Source: an optimization exercise on an open RTL-to-GDS flow (aim: a short achievable clock period). Production flows keep margins and buffers that such runs may drop.
Function was checked by simulation only, so behaviour that the tests miss may differ from the original.
Power and IR drop assume default switching activity.

## v6
==> flow/design.v (excerpt) <==
module imem_loader #(
  parameter int unsigned        DATA_W    = 32,
  parameter int unsigned        DEPTH     = 64,
  parameter logic [DATA_W-1:0]  HALT_WORD = DATA_W'(32'h0000007F),
  localparam int unsigned       CNT_W     = $clog2(DEPTH) + 1
) (
  input  logic              clk,
  input  logic              rst_n,
  input  logic              ld_start,
  input  logic              ld_valid,
  input  logic [DATA_W-1:0] ld_data,
  input  logic              ld_last,
  output logic              ld_ready,
  input  logic              req,
  input  logic [31:0]       pc,
  output logic              rsp_valid,
  output logic [DATA_W-1:0] inst,
  output logic              fault,
  output logic [1:0]        fault_cause,
  output logic              mem_ready,
  output logic [CNT_W-1:0]  loaded_cnt,
  output logic              ovf
);
For scale: roughly 2300 flip-flops, about 84000 um2 of cells after synthesis.
clock: 3.0 ns
lec_check: 0
abc_clock_period_in_ps: 1500
cap_margin: 20
core_margin: 2
core_utilization: 35
cts_cluster_diameter: 200
cts_cluster_size: 28
setup_slack_margin: 1.3
slew_margin: 20
standard.sh (not shown) runs the stock make flow with config.mk's settings and CLKGATE_MAP_FILE= SYNTH_SCRIPT=/design/flow/synth_recipe.tcl, a recipe that flattens the netlist after the stock synthesis.
==> flow/flow/run.sh <==
#!/bin/bash
# Standard layout (the standard.sh, all steps), with more cells marked
# don't-use: the 4-high series stacks (or4*, nor4*, a2111o*, a2111oi*,
# o2111a*, o2111ai*) and a222oi_1 (one weak size only). They are slow on the
# read path's wide OR trees, and the timing repair cannot size them out.
# The platform's own don't-use list is kept and extended.
set -euo pipefail
cfg="$FLOW_HOME/platforms/sky130hd/config.mk"
lib="$FLOW_HOME/platforms/sky130hd/lib/sky130_fd_sc_hd__tt_025C_1v80.lib"
plat_dont_use=$(awk '/^export DONT_USE_CELLS \+= /{on=1} on{print; if ($0 !~ /\\$/) exit}' "$cfg" \
  | grep -o 'sky130_fd_sc_hd__[a-z0-9_]*' | tr '\n' ' ')
extra=$(grep -o 'cell ("*sky130_fd_sc_hd__\(or4\|nor4\|a2111o\|o2111a\|a222oi\)[a-z0-9_]*' "$lib" \
  | sed 's/cell ("*//' | sort -u | tr '\n' ' ')
{ echo "platform don't-use: $plat_dont_use"; echo "extra don't-use: $extra"; } > run.log
bash standard.sh "DONT_USE_CELLS=$plat_dont_use $extra" finish > standard.log 2>&1
What v23 does differently from v6 at the input level:
Settings: CTS_CLUSTER_DIAMETER changed from 200 to 150; CTS_CLUSTER_SIZE changed from 28 to 25; CORE_UTILIZATION changed from 35 to 45; SETUP_SLACK_MARGIN changed from 1.3 to 1.0.
Notes after the runs:
- Compare v6 and v23 | worst vdd rail ir drop higher: v23
- Compared with v6, the router placed fewer vias in v23.
- Relative to v6, die area has decreased by about 22% in v23.
- Looking at setup slack, v23 sits 0.059 ns above v6.
- v6 → v23: routed length on met2 -1.7 mm, sum of internal, switching and leakage power +0.00062 W, count of fill cells added during filler insertion -6456.
- In v23, layout clock buffer count is higher than in v6.
- Relative to v6, wire length of the first global-routing pass has gone down in v23.
- Re weighted congestion reported at the end of routability-driven placement: v6 and v23 aren't equal, and the lower value belongs to v6.
- The first-iteration DRC count of v23 was superior to that of v6.
The inputs of v34 differ from those of v23 as listed below.
Settings: swapping 1.0 for 1.3 in SETUP_SLACK_MARGIN; swapping 45 for 55 in CORE_UTILIZATION.
Notes after the runs:
- Diff v23 -> v34: fraction of area in clock buffers and inverters now sits at about the same level; met3 usage in global routing now sits higher; design area now sits lower; fraction of area in non-clock buffers now sits lower.
- Diff v23..v34 | non-clock inverter count in the final layout | unchanged
- Reported for v23 and v34, synthesized flop and latch total turned out identical to the last digit.
- Cmp v34 vs v23: total number of cells along the worst setup path higher in v34
- Hold slack for v34 is higher than for v23.
- In the reports for v23 and v34, the larger normalized max-slew margin belongs to v34.
- Between v34 and v23, the slack of the critical path figures differ only marginally.
For v2, these inputs were changed with respect to v34:
Settings: CTS_CLUSTER_DIAMETER changed from 150 to 200; CORE_UTILIZATION changed from 55 to 35; CTS_CLUSTER_SIZE changed from 25 to 28.
==> flow/run.sh (new file) <==
#!/bin/bash
# synth_recipe.tcl (not shown) runs the flow's synth.tcl, then flattens the netlist and writes it again
# the make line also repeats each setting of config.mk as NAME=value (left out here)
make -C /OpenROAD-flow-scripts/flow DESIGN_CONFIG=/design/flow/config.mk WORK_HOME=/design/flow/orfs CLKGATE_MAP_FILE= SYNTH_SCRIPT=/design/flow/synth_recipe.tcl finish
removed: flow/flow/run.sh
removed: flow/standard.sh
Findings:
[compare] base=v34 new=v2: instance count after placement with tap cells included saw an increase; final cell area excluding filler cells climbed about 3%.
Looking at area occupied by multi-input gates, v2 sits 1.3% higher than v34 does.
Cell at the slowest stage of the critical path: or4_4 -> v2, bufbuf_16 -> v34
In the reports for v2 and v34, the larger highest clock frequency the design can meet belongs to v34.
[v2 vs v34] total wirelength of the detailed-routed design: higher in v2
v2 vs. v34: overall track demand over capacity in global routing shrank by 15 points, count of clock-buffer cells in the layout saw a decrease.
Going from v34 to v2, number of iterations in the first detailed-routing pass now sits higher, post-CTS setup buffer count now sits higher.
v2 ends up with lower worst setup slack than v34 does.
For v7, these inputs were changed with respect to v2:
Settings: CTS_CLUSTER_DIAMETER changed from 200 to 150; CTS_CLUSTER_SIZE changed from 28 to 25.
==> flow/flow/run.sh (new file) <==
#!/bin/bash
# Standard layout (the standard.sh, all steps), with more cells marked
# don't-use: the 4-high series stacks (or4*, nor4*, a2111o*, a2111oi*,
# o2111a*, o2111ai*) and a222oi_1 (one weak size only). They are slow on the
# read path's wide OR trees, and the timing repair cannot size them out.
# The platform's own don't-use list is kept and extended.
set -euo pipefail
cfg="$FLOW_HOME/platforms/sky130hd/config.mk"
lib="$FLOW_HOME/platforms/sky130hd/lib/sky130_fd_sc_hd__tt_025C_1v80.lib"
plat_dont_use=$(awk '/^export DONT_USE_CELLS \+= /{on=1} on{print; if ($0 !~ /\\$/) exit}' "$cfg" \
  | grep -o 'sky130_fd_sc_hd__[a-z0-9_]*' | tr '\n' ' ')
extra=$(grep -o 'cell ("*sky130_fd_sc_hd__\(or4\|nor4\|a2111o\|o2111a\|a222oi\)[a-z0-9_]*' "$lib" \
  | sed 's/cell ("*//' | sort -u | tr '\n' ' ')
{ echo "platform don't-use: $plat_dont_use"; echo "extra don't-use: $extra"; } > run.log
bash standard.sh "DONT_USE_CELLS=$plat_dont_use $extra" finish > standard.log 2>&1
==> flow/standard.sh (new file) <==
#!/bin/bash
# synth_recipe.tcl (not shown) runs the flow's synth.tcl, then flattens the netlist and writes it again
# the make line also repeats each setting of config.mk as NAME=value (left out here)
make -C /OpenROAD-flow-scripts/flow DESIGN_CONFIG=/design/flow/config.mk WORK_HOME=/design/flow/orfs CLKGATE_MAP_FILE= SYNTH_SCRIPT=/design/flow/synth_recipe.tcl "${@:-finish}"
removed: flow/run.sh
==> comparison <==
In the reports for v2 and v7, the smaller critical path depth belongs to v2. The critical path data arrival time on v7 is in line with that on v2. In v7, the antenna diode count came out 2 above the value in v2. Flip-flop and latch share of the layout cell area: v7 higher than v2. Detailed-routing iteration count for the pre-antenna-repair pass sits lower in v7 than in v2. Diff v7..v2 | total length of routed wires | negligible. [compare] base=v2 new=v7: first-pass GRT wire length now sits higher, transition time at the pin with the least slew margin now sits lower. Compare v2 and v7 | final critical-path required period lower: v7. v7 ended up with a higher clock buffer count in the final layout than v2 did. v7 has worst hold slack above what v2 had.
Changes in v21 relative to v7:
diff --git a/flow/flow/run.sh b/flow/flow/run.sh
--- a/flow/flow/run.sh
+++ b/flow/flow/run.sh
@@ -2,3 +2,3 @@
 # Standard layout (the standard.sh, all steps), with more cells marked
-# don't-use: the 4-high series stacks (or4*, nor4*, a2111o*, a2111oi*,
+# don't-use: the 4-high series stacks (or4*, nor4*, a2111o*, a2111oi*, and4*, o41a*, a41o*,
 # o2111a*, o2111ai*) and a222oi_1 (one weak size only). They are slow on the
@@ -11,3 +11,3 @@
   | grep -o 'sky130_fd_sc_hd__[a-z0-9_]*' | tr '\n' ' ')
-extra=$(grep -o 'cell ("*sky130_fd_sc_hd__\(or4\|nor4\|a2111o\|o2111a\|a222oi\)[a-z0-9_]*' "$lib" \
+extra=$(grep -o 'cell ("*sky130_fd_sc_hd__\(or4\|nor4\|a2111o\|o2111a\|a222oi\|and4\|o41a\|a41o\)[a-z0-9_]*' "$lib" \
   | sed 's/cell ("*//' | sort -u | tr '\n' ' ')
Results
Delta (v21 minus v7): wire length on met3 decreased about 2.5%; detailed-router iteration count before antenna repair essentially unchanged. Across v21 and v7, none had a timing, DRC or antenna violation. [compare] base=v7 new=v21: die height picked up an extra about 0.35%, final area higher, critical path depth increased 1, vias per cell decreased by 0.93% relative to the old numbers.

-- re-timing with driven ports --
The flow's constraints put no driver on any port. The routed layouts listed below were extracted and timed again, unchanged, in two steps.
Step 1 (the two cells are an assumption about what drives the block):
set clk [get_ports {clk}]
set_driving_cell -lib_cell sky130_fd_sc_hd__clkbuf_16 $clk
set_driving_cell -lib_cell sky130_fd_sc_hd__buf_2 [delete_from_list [all_inputs] $clk]
Step 2 adds t to the input delays and takes it off the output delays; t is the mean of the earliest and latest rising clock arrival at the registers after step 1. Input paths then give back, and output paths get back, about the clock's delay inside the block.
Three values: ideal, step 1, step 2; two values: the first two.
| run | t, ns | setup WS [ns] | worst setup path at the end |
|---|---|---|---|
| v6 | 0.883 | 0.761 / 0.751 / -0.073 | input to register |
| v23 | 0.891 | 0.820 / 0.772 / -0.016 | input to register |
| v34 | 0.849 | 0.820 / 0.838 / -0.011 | input to register |
| v2 | 0.889 | 0.712 / 0.746 / -0.142 | input to register |
| v7 | 0.877 | 0.758 / 0.753 / -0.068 | input to register |
| v21 | 0.914 | 0.727 / 0.760 / -0.154 | input to register |
Met with ideal ports but missed after step 2: setup timing in every run listed. The setup slack of v21, which loses most, moves by +0.033 ns with the drivers and by -0.881 ns with both steps.
